From an optimization exercise on the open Yosys and OpenROAD flow, aimed at small area; shortcuts taken in it are not production practice.
The RTL was checked by simulation tests, not by an equivalence proof against the original design.
Power figures rest on the tool's default switching activity, not on a simulated workload.

File: design/flow/design.v
`default_nettype none
package oq_stats_pkg;
  localparam int data_width = 32;
  localparam int addr_width = 8;
  typedef logic [data_width-1:0] word_t;
  typedef logic [addr_width-1:0] reg_addr_t;
  localparam reg_addr_t ctrl_addr  = 8'd0;    
  localparam reg_addr_t ipd_addr   = 8'd1;
  localparam reg_addr_t stats_base = 8'd16;   
  localparam reg_addr_t rcv_base   = 8'd64;   
  localparam int        stats_per_queue = 8;
  typedef struct packed {
    logic  stored;
    logic  removed;
    logic  dropped;
    word_t bytes_removed;   
  } q_event_t;
  typedef struct packed {
    word_t pkt_stored;
    word_t bytes_stored;
    word_t pkt_removed;
    word_t bytes_removed;
    word_t pkt_dropped;
    word_t bytes_dropped;
    word_t pkt_in_queue;
    word_t bytes_in_queue;
  } q_stats_t;
endpackage
`default_nettype wire
`default_nettype none
module usec_timer #(
  parameter int usec_div = 125
) (
  input  wire                 axi_aclk,
  input  wire                 axi_resetn,
  output logic [31:0]         usec_time
);
  localparam int               div_w    = (usec_div > 1) ? $clog2(usec_div) : 1;
  localparam logic [div_w-1:0] div_last = div_w'(usec_div - 1);
  logic [div_w-1:0] div_cnt;
  logic             tick;
  always_ff @(posedge axi_aclk) begin
    if (!axi_resetn) begin
      div_cnt <= '0;
      tick    <= 1'b0;
    end else if (div_cnt == div_last) begin
      div_cnt <= '0;
      tick    <= 1'b1;
    end else begin
      div_cnt <= div_cnt + 1'b1;
      tick    <= 1'b0;
    end
  end
  wire [32:0] c;
  wire [31:0] nxt;
  assign c[0] = tick;
  for (genvar i = 0; i < 32; i++) begin : g_inc
    assign nxt[i]  = usec_time[i] ^ c[i];
    assign c[i+1]  = usec_time[i] & c[i];
  end
  always_ff @(posedge axi_aclk) begin
    if (!axi_resetn) begin
      usec_time <= '0;
    end else begin
      usec_time <= nxt;   
    end
  end
endmodule
`default_nettype wire
`default_nettype none
module acc32 #(
  parameter int CH = 16
) (
  input  wire              axi_aclk,
  input  wire              z,
  input  wire [31:0]       b,
  input  wire              ci,
  output logic [31:0]      s_q,      
  output wire  [31:0]      c_vec,    
  output wire  [31:0]      s_g,      
  output wire  [31:0]      c_g       
);
  logic [31:0] pc_q;    
  wire  [32:0] c;
  wire  [31:0] sum;
  assign s_g = s_q & {32{~z}};
  assign c_g = c_vec & {32{~z}};
  for (genvar i = 0; i < 32; i++) begin : g_bit
    wire cin;
    if (i == 0) begin : g_c0
      assign cin = ci;
    end else if (i % CH == 0) begin : g_cp
      assign cin = c_g[i];
    end else begin : g_cr
      assign cin = c[i];
    end
    assign sum[i] = s_g[i] ^ b[i] ^ cin;
    assign c[i+1] = (s_g[i] & b[i]) | (cin & (s_g[i] ^ b[i]));
    if (i > 0 && i % CH == 0) begin : g_pc
      always_ff @(posedge axi_aclk) pc_q[i] <= c[i];
      assign c_vec[i] = pc_q[i];
    end else begin : g_npc
      assign c_vec[i] = 1'b0;
    end
  end
  always_ff @(posedge axi_aclk) s_q <= sum;
endmodule
module queue_stats #(
  parameter int CHP = 16,   
  parameter int CHB = 11    
) (
  input  wire              axi_aclk,
  input  wire              z,
  input  wire              cnt_en,          
  input  wire [34:0]       q_event,
  input  wire [31:0]       bytes_stored,
  input  wire [31:0]       bytes_dropped,
  output wire [6*32-1:0]   f_s,             
  output wire [6*32-1:0]   f_c,
  output logic [31:0]      rp_s,            
  output logic [31:0]      rp_c,
  output logic             s_prev,          
  output logic             r_prev           
);
  wire st = q_event[34] & cnt_en;
  wire rm = q_event[33] & cnt_en;
  wire dr = q_event[32] & cnt_en;
  wire [31:0] br_g, br_cg;
  wire [31:0] unused_g [6];
  wire [31:0] unused_cg [6];
  acc32 #(.CH(CHP)) u_ps (.axi_aclk(axi_aclk), .z(z), .b(32'd0), .ci(st),
    .s_q(f_s[0*32 +: 32]), .c_vec(f_c[0*32 +: 32]), .s_g(unused_g[0]), .c_g(unused_cg[0]));
  acc32 #(.CH(CHB)) u_bs (.axi_aclk(axi_aclk), .z(z), .b(bytes_stored & {32{st}}), .ci(1'b0),
    .s_q(f_s[1*32 +: 32]), .c_vec(f_c[1*32 +: 32]), .s_g(unused_g[1]), .c_g(unused_cg[1]));
  acc32 #(.CH(CHP)) u_pr (.axi_aclk(axi_aclk), .z(z), .b(32'd0), .ci(rm),
    .s_q(f_s[2*32 +: 32]), .c_vec(f_c[2*32 +: 32]), .s_g(unused_g[2]), .c_g(unused_cg[2]));
  acc32 #(.CH(CHB)) u_br (.axi_aclk(axi_aclk), .z(z), .b(q_event[31:0] & {32{rm}}), .ci(1'b0),
    .s_q(f_s[3*32 +: 32]), .c_vec(f_c[3*32 +: 32]), .s_g(br_g), .c_g(br_cg));
  acc32 #(.CH(CHP)) u_pd (.axi_aclk(axi_aclk), .z(z), .b(32'd0), .ci(dr),
    .s_q(f_s[4*32 +: 32]), .c_vec(f_c[4*32 +: 32]), .s_g(unused_g[4]), .c_g(unused_cg[4]));
  acc32 #(.CH(CHB)) u_bd (.axi_aclk(axi_aclk), .z(z), .b(bytes_dropped & {32{dr}}), .ci(1'b0),
    .s_q(f_s[5*32 +: 32]), .c_vec(f_c[5*32 +: 32]), .s_g(unused_g[5]), .c_g(unused_cg[5]));
  assign unused_g[3]  = br_g;
  assign unused_cg[3] = br_cg;
  always_ff @(posedge axi_aclk) begin
    rp_s   <= br_g;
    rp_c   <= br_cg;
    s_prev <= st;
    r_prev <= rm;
  end
endmodule
`default_nettype wire
`default_nettype none
module rcv_time_log #(
  parameter int num_rcv_time = 8
) (
  input  wire                                      axi_aclk,
  input  wire                                      axi_resetn,
  input  wire                                      pkt_stored,
  input  wire [31:0]                               usec_time,
  output logic [num_rcv_time*32-1:0]               entries
);
  localparam int               idx_w    = (num_rcv_time > 1) ? $clog2(num_rcv_time) : 1;
  localparam logic [idx_w-1:0] idx_last = idx_w'(num_rcv_time - 1);
  logic [idx_w-1:0] wr_idx;   
  always_ff @(posedge axi_aclk) begin
    if (!axi_resetn) begin
      wr_idx <= '0;
    end else if (pkt_stored) begin
      wr_idx <= (wr_idx == idx_last) ? '0 : wr_idx + 1'b1;
    end
  end
  always_ff @(posedge axi_aclk) begin
    if (!axi_resetn) begin
      entries <= '0;
    end else if (pkt_stored) begin
      entries[wr_idx*32 +: 32] <= usec_time;
    end
  end
endmodule
`default_nettype wire
`default_nettype none
module stats_regs #(
  parameter int num_queues   = 5,
  parameter int num_rcv_time = 8
) (
  input  wire                                         axi_aclk,
  input  wire                                         axi_resetn,
  input  wire [7:0]                                   reg_addr,
  input  wire                                         reg_wr,
  input  wire                                         reg_rd,
  input  wire [31:0]                                  reg_wdata,
  output logic [31:0]                                 reg_rdata,
  output logic                                        reg_rd_ack,
  output logic                                        clear_cntrs,
  output logic [31:0]                                 ipd_value,
  input  wire                                         z,        
  input  wire                                         dz,       
  input  wire [num_queues*6*32-1:0]                   f_s,      
  input  wire [num_queues*6*32-1:0]                   f_c,      
  input  wire [num_queues*32-1:0]                     rp_s,
  input  wire [num_queues*32-1:0]                     rp_c,
  input  wire [num_queues-1:0]                        s_prev,
  input  wire [num_queues-1:0]                        r_prev,
  input  wire [31:0]                                  a_prev,
  input  wire [num_rcv_time*32-1:0]                   rcv_entries
);
  always_ff @(posedge axi_aclk) begin
    if (!axi_resetn) begin
      clear_cntrs <= 1'b0;
      ipd_value   <= '0;
    end else if (reg_wr) begin
      if (reg_addr == oq_stats_pkg::ctrl_addr) begin
        clear_cntrs <= reg_wdata[0];
      end
      if (reg_addr == oq_stats_pkg::ipd_addr) begin
        ipd_value <= reg_wdata;
      end
    end
  end
  wire [2:0] k    = reg_addr[2:0];
  wire [2:0] q    = reg_addr[5:3] - 3'd2;
  wire       in_q = (k[2:1] == 2'b11);               
  wire [2:0] f    = in_q ? {2'b00, k[0]} : k;        
  logic [31:0] m1_s, m1_c, m2_s, m2_c, op3;
  logic        sp, rpv;
  always_comb begin
    m1_s = '0; m1_c = '0; m2_s = '0; m2_c = '0; sp = 1'b0; rpv = 1'b0;
    for (int i = 0; i < num_queues; i++) begin
      if (q == 3'(i)) begin
        for (int j = 0; j < 6; j++) begin
          if (f == 3'(j)) begin
            m1_s = f_s[(i*6+j)*32 +: 32];
            m1_c = f_c[(i*6+j)*32 +: 32];
          end
        end
        if (k[0]) begin
          m2_s = rp_s[i*32 +: 32];
          m2_c = rp_c[i*32 +: 32];
        end else begin
          m2_s = f_s[(i*6+2)*32 +: 32];
          m2_c = f_c[(i*6+2)*32 +: 32];
        end
        sp  = s_prev[i];
        rpv = r_prev[i];
      end
    end
    if (k[0]) op3 = sp ? a_prev : 32'd0;
    else      op3 = {{31{rpv & ~sp}}, sp ^ rpv};
  end
  wire [31:0] v1 = m1_s + m1_c;
  wire [31:0] v2 = m2_s + m2_c + op3;
  wire [31:0] stats_word = ((in_q ? dz : z) ? 32'd0 : (in_q ? v1 - v2 : v1));
  logic [31:0] rd_word;
  always_comb begin
    rd_word = '0;
    if (reg_addr == oq_stats_pkg::ctrl_addr) begin
      rd_word[0] = clear_cntrs;
    end else if (reg_addr == oq_stats_pkg::ipd_addr) begin
      rd_word = ipd_value;
    end else if (reg_addr >= 8'd16 && reg_addr < 8'd56) begin
      rd_word = stats_word;
    end else if (reg_addr >= 8'd64 && reg_addr < 8'd72) begin
      rd_word = rcv_entries[reg_addr[2:0]*32 +: 32];
    end
  end
  always_ff @(posedge axi_aclk) begin
    if (!axi_resetn) begin
      reg_rd_ack <= 1'b0;
    end else begin
      reg_rd_ack <= reg_rd;   
    end
  end
  always_ff @(posedge axi_aclk) begin
    reg_rdata <= rd_word;
  end
endmodule
`default_nettype wire
`default_nettype none
module oq_stats_top #(
  parameter int num_queues   = 5,     
  parameter int usec_div     = 125,   
  parameter int watch_queue  = 3,
  parameter int num_rcv_time = 8,
  parameter int chunk_pkt    = 16,    
  parameter int chunk_bytes  = 11     
) (
  input  wire                         axi_aclk,
  input  wire                         axi_resetn,
  input  wire [num_queues*35-1:0]     q_events,
  input  wire [31:0]                  bytes_stored,
  input  wire [31:0]                  bytes_dropped,
  input  wire [7:0]                   reg_addr,
  input  wire                         reg_wr,
  input  wire                         reg_rd,
  input  wire [31:0]                  reg_wdata,
  output wire [31:0]                  reg_rdata,
  output wire                         reg_rd_ack,
  output wire [31:0]                  ipd_value
);
  wire [31:0]                 usec_time;
  wire                        clear_cntrs;
  wire [num_rcv_time*32-1:0]  rcv_entries;
  wire [num_queues*6*32-1:0]  f_s, f_c;
  wire [num_queues*32-1:0]    rp_s, rp_c;
  wire [num_queues-1:0]       s_prev, r_prev;
  logic        z, dz;
  logic [31:0] a_prev;   
  always_ff @(posedge axi_aclk) begin
    z      <= !axi_resetn || clear_cntrs;
    dz     <= !axi_resetn;
    a_prev <= bytes_stored;
  end
  usec_timer #(
    .usec_div (usec_div)
  ) u_usec_timer (
    .axi_aclk   (axi_aclk),
    .axi_resetn (axi_resetn),
    .usec_time  (usec_time)
  );
  for (genvar q = 0; q < num_queues; q++) begin : g_queue
    queue_stats #(
      .CHP (chunk_pkt),
      .CHB (chunk_bytes)
    ) u_queue_stats (
      .axi_aclk      (axi_aclk),
      .z             (z),
      .cnt_en        (!clear_cntrs),
      .q_event       (q_events[q*35 +: 35]),
      .bytes_stored  (bytes_stored),
      .bytes_dropped (bytes_dropped),
      .f_s           (f_s[q*192 +: 192]),
      .f_c           (f_c[q*192 +: 192]),
      .rp_s          (rp_s[q*32 +: 32]),
      .rp_c          (rp_c[q*32 +: 32]),
      .s_prev        (s_prev[q]),
      .r_prev        (r_prev[q])
    );
  end
  rcv_time_log #(
    .num_rcv_time (num_rcv_time)
  ) u_rcv_time_log (
    .axi_aclk   (axi_aclk),
    .axi_resetn (axi_resetn),
    .pkt_stored (q_events[watch_queue*35 + 34]),
    .usec_time  (usec_time),
    .entries    (rcv_entries)
  );
  stats_regs #(
    .num_queues   (num_queues),
    .num_rcv_time (num_rcv_time)
  ) u_stats_regs (
    .axi_aclk    (axi_aclk),
    .axi_resetn  (axi_resetn),
    .reg_addr    (reg_addr),
    .reg_wr      (reg_wr),
    .reg_rd      (reg_rd),
    .reg_wdata   (reg_wdata),
    .reg_rdata   (reg_rdata),
    .reg_rd_ack  (reg_rd_ack),
    .clear_cntrs (clear_cntrs),
    .ipd_value   (ipd_value),
    .z           (z),
    .dz          (dz),
    .f_s         (f_s),
    .f_c         (f_c),
    .rp_s        (rp_s),
    .rp_c        (rp_c),
    .s_prev      (s_prev),
    .r_prev      (r_prev),
    .a_prev      (a_prev),
    .rcv_entries (rcv_entries)
  );
endmodule
`default_nettype wire
File: design/flow/run.sh
#!/bin/bash
# synth_recipe.tcl (not shown) runs the flow's synth.tcl, then flattens the netlist and writes it again
# the make line also repeats each setting of config.mk as NAME=value (left out here)
make -C /OpenROAD-flow-scripts/flow DESIGN_CONFIG=/design/flow/config.mk WORK_HOME=/design/flow/orfs CLKGATE_MAP_FILE= SYNTH_SCRIPT=/design/flow/synth_recipe.tcl finish
File: design/flow/config.mk
export PLATFORM = sky130hd
export DESIGN_NAME = oq_stats_top
export DESIGN_NICKNAME = oq_stats_top
export VERILOG_FILES = /design/flow/design.v
export SDC_FILE = /design/flow/constraint.sdc
export NUM_CORES = 4
export LEC_CHECK = 0
export CAP_MARGIN = 20
export CORE_MARGIN = 2
export CORE_UTILIZATION = 40
export SLEW_MARGIN = 20
File: design/flow/constraint.sdc
create_clock -name core_clock -period 8.0 [get_ports {axi_aclk}]
set_input_delay 1.6000 -clock core_clock [delete_from_list [all_inputs] [get_ports {axi_aclk}]]
set_output_delay 1.6000 -clock core_clock [all_outputs]
set_load 0.01 [all_outputs]
==> run notes <==
I/O Buffers 347; Die Y 457 µm; grt total ovfl 0; fin crit share 95.6%; Leak 42.5 nW; sequential area share after synthesis 38.7%; Slew Limit Fails 0; synthesized cell area 82000 µm²; Worst setup SP type input port; clock-pin slew on the worst setup and hold paths 0.06 ns; H-tree lvl count 4; Yosys top cell area share 38.7%; Setup Crit Path Kind input port to flop; Syn Nets 9053; Post-Synth Adder-Cell Area 20.8%; CTS root buffer clkbuf_16; Rel. slew slack 22.0%; GP Congestion 1.02; fin cells 10900; DRC 0; most common cell after layout, fill and taps aside dfxtp_1; Setup violations, final 0; number of CTS-inserted buffers 174; Post-Synth Simple-Gate Area 16.6%; max incr delay on CP 0.51 ns; Peak VDD IR 0.252 mV; data arrival time of the critical path 8.37 ns; vias per std cell 5.64; Nets 9446; initial antenna violation count 22; slew at the pin closest to its max-slew limit 1.17 ns; Die ar. 209000 µm²; number of global-route vias before repair 62900; WP buf/inv 8; compound-gate portion of the synthesized area 9.58%; fmax 131 MHz; Avg Inst Size Synth 10.7 µm²; critical path endpoint category flop; WL final 318000 µm; GRT Resource Usage Total 30.2%; Synth Area in XOR/XNOR 1.09%; Post-synth EDFFs 0; worst clock skew 0.0487 ns; DR WL/cell 29.1 µm; vias 61700; most frequent cells in the layout 1582 x dfxtp_1, 925 x nor2b_1, 589 x ha_1; CP dominant cell by count buf_4; drt initial violations 6717; DIE WIDTH 457 µm; largest family of logic cells by synthesized area adder cells; top post-synthesis cells by area dfxtp_1 39%, fa_1 12%, ha_1 9.0%; leading area contributor after synthesis dfxtp_1; max_cap viols 0; Core ar. 204000 µm²; #FFs+latches synth 1584; Placed Cells 10600; final hold violations 0; Critical Path RT 8.72 ns; critical path peak fanout 7; commonest register cell after synthesis dfxtp_1; Hold Crit Class flop to flop; Slowest-stage cell, CP clkdlybuf4s50_1; mux share of post-synthesis cell area 9.13%; ys async rst share 0%; outcome no timing/DRC/antenna violations; Cell Pwr Density 236 nW/µm²; area delta synth->final 17.4%; Site Rows 166; Clk Latency, worst-skew pair 0.86 ns; post-synthesis cell count 7697; clk buf depth 3; worst slack, placed -0.656 ns; Yosys cell types 86; worst setup slack after layout 0.351 ns; # IOs 348; fin crit period 7.65 ns; post-route ant nets 0; drt first pass iters 8; Post-DP HPWL 239000 µm; Worst path top cell family by delay compound AO/OA/AOI/OAI gates; global-route wire length before repair 456000 µm; share of cells above drive strength 1 12.2%; clk sink count 1584; pin count of the biggest net entering global routing 135; TritonCTS clock tree done; Ys Warns 7; Starting Density 40.2%
[cell type report]
class	instances	area [µm²]
well taps	2688	3360
diodes	18	45.0
flip-flops and latches	1584	31700
clock buffers	251	5030
fillers	18700	108000
clock inverters	69	1000
multi-input cells	5280	47200
repair buffers	732	6760
inverters	318	1200
[kinds of logic after synthesis]
kind of cell | after synthesis
multiplexers | 509
adder cells (fa/ha/maj) | 1073
buffers and inverters | 833
flip-flops | 1584
XOR/XNOR | 99
AO/OA/AOI/OAI | 1140
AND/OR/NAND/NOR | 2459
[state kept, by name, indices dropped and copies added, names as in the netlist, 160 cells and up]
signal	cells
g_queue.u_queue_stats.u_bd.s_q	160
u_rcv_time_log.entries	256
g_queue.u_queue_stats.rp_s	160
g_queue.u_queue_stats.u_pd.s_q	160
g_queue.u_queue_stats.u_pr.s_q	160
g_queue.u_queue_stats.u_br.s_q	160
g_queue.u_queue_stats.u_ps.s_q	160
g_queue.u_queue_stats.u_bs.s_q	160
[repair_timing]
action	CTS	global route
hold buffers	0	0
gates resized for setup	0	7
setup endpoints to repair	0	4
buffers inserted	0	1
[synth_stat cells, types with 47 or more instances]
cell type and number:
mux4_2 185, o21ai_0 137, nand2_1 299, dfxtp_1 1584, buf_2 81, xnor2_1 69
a211oi_1 48, nor2b_1 944, nor2_1 426, a22oi_1 288, clkbuf_1 362, inv_1 316
o22ai_1 84, nand2b_1 151, ha_1 589, a21oi_1 243, mux2i_1 262, fa_1 484
nand3_1 47, mux2_2 62, and2_1 437, and3_1 49
[metal layers]
| layer | global-route usage, % | part of all wire [%] | vias up | wire length [µm] |
|---|---|---|---|---|
| li1 | - | - | 27100 | - |
| met1 | 38.5 | 40 | 30900 | 126000 |
| met2 | 47.4 | 45 | 2892 | 143000 |
| met3 | 4.76 | 7.3 | 760 | 23300 |
| met4 | 20.0 | 8.0 | 10 | 25500 |
| met5 | 0 | 0.021 | - | 67 |
[through the flow]
step                      total power, mW  setup TNS, ns  util (%)  hold WS [ns]  area [µm²]
after floorplan                      12.1              0         -         0.441       82000
after global placement               14.2          -3.28      44.1         0.462       90100
after detailed placement             14.2          -3.46      44.1         0.466       90100
after CTS                            22.8              0      47.1         0.469       96200
after global routing                 23.6        -0.0530      47.1         0.499       96200
final                                22.7              0      47.2         0.468       96300
[report_power, final]
part           switching [mW]  internal (mW)
clock network            3.56           4.95
logic                    2.63           2.06
registers               0.675           8.84
total                    6.87           15.8
[final timing paths]
path,slack (ns),endpoint,cells past startpoint,start
hold reg to reg,0.47,g_queue[4].u_queue_stats.rp_s[0],1,g_queue[4].u_queue_stats.u_br.s_q[0]
setup / recovery,0.35,u_stats_regs.reg_rdata[28],30,reg_addr[4]
hold / removal,0.47,g_queue[4].u_queue_stats.rp_s[0],1,g_queue[4].u_queue_stats.u_br.s_q[0]
setup reg to reg,0.89,u_usec_timer.usec_time[31],33,u_usec_timer.tick

==> what the ideal ports hide <==
Ports are ideal in the flow. The routed layout listed here was re-timed in OpenROAD.
Step 1 sets driving cells, clkbuf_16 on the clock port and buf_2 on the other inputs (assumed; they add their load-dependent delay and slew).
Step 2 moves the port delays by t, midway between the first and last clock arrival at a register: inputs arrive t later, outputs are due t later. That takes back most of the time a late clock gives input paths.
Three values: ideal, step 1, step 2; two values: the first two.
t, ns: 0.932
setup WS [ns]: 0.351 / 0.422 / -0.510
cell pins on the clock port's net: 1
Met with ideal ports but missed after step 2: setup timing in this run. The setup slack of this run moves by +0.071 ns with the drivers and by -0.861 ns with both steps.
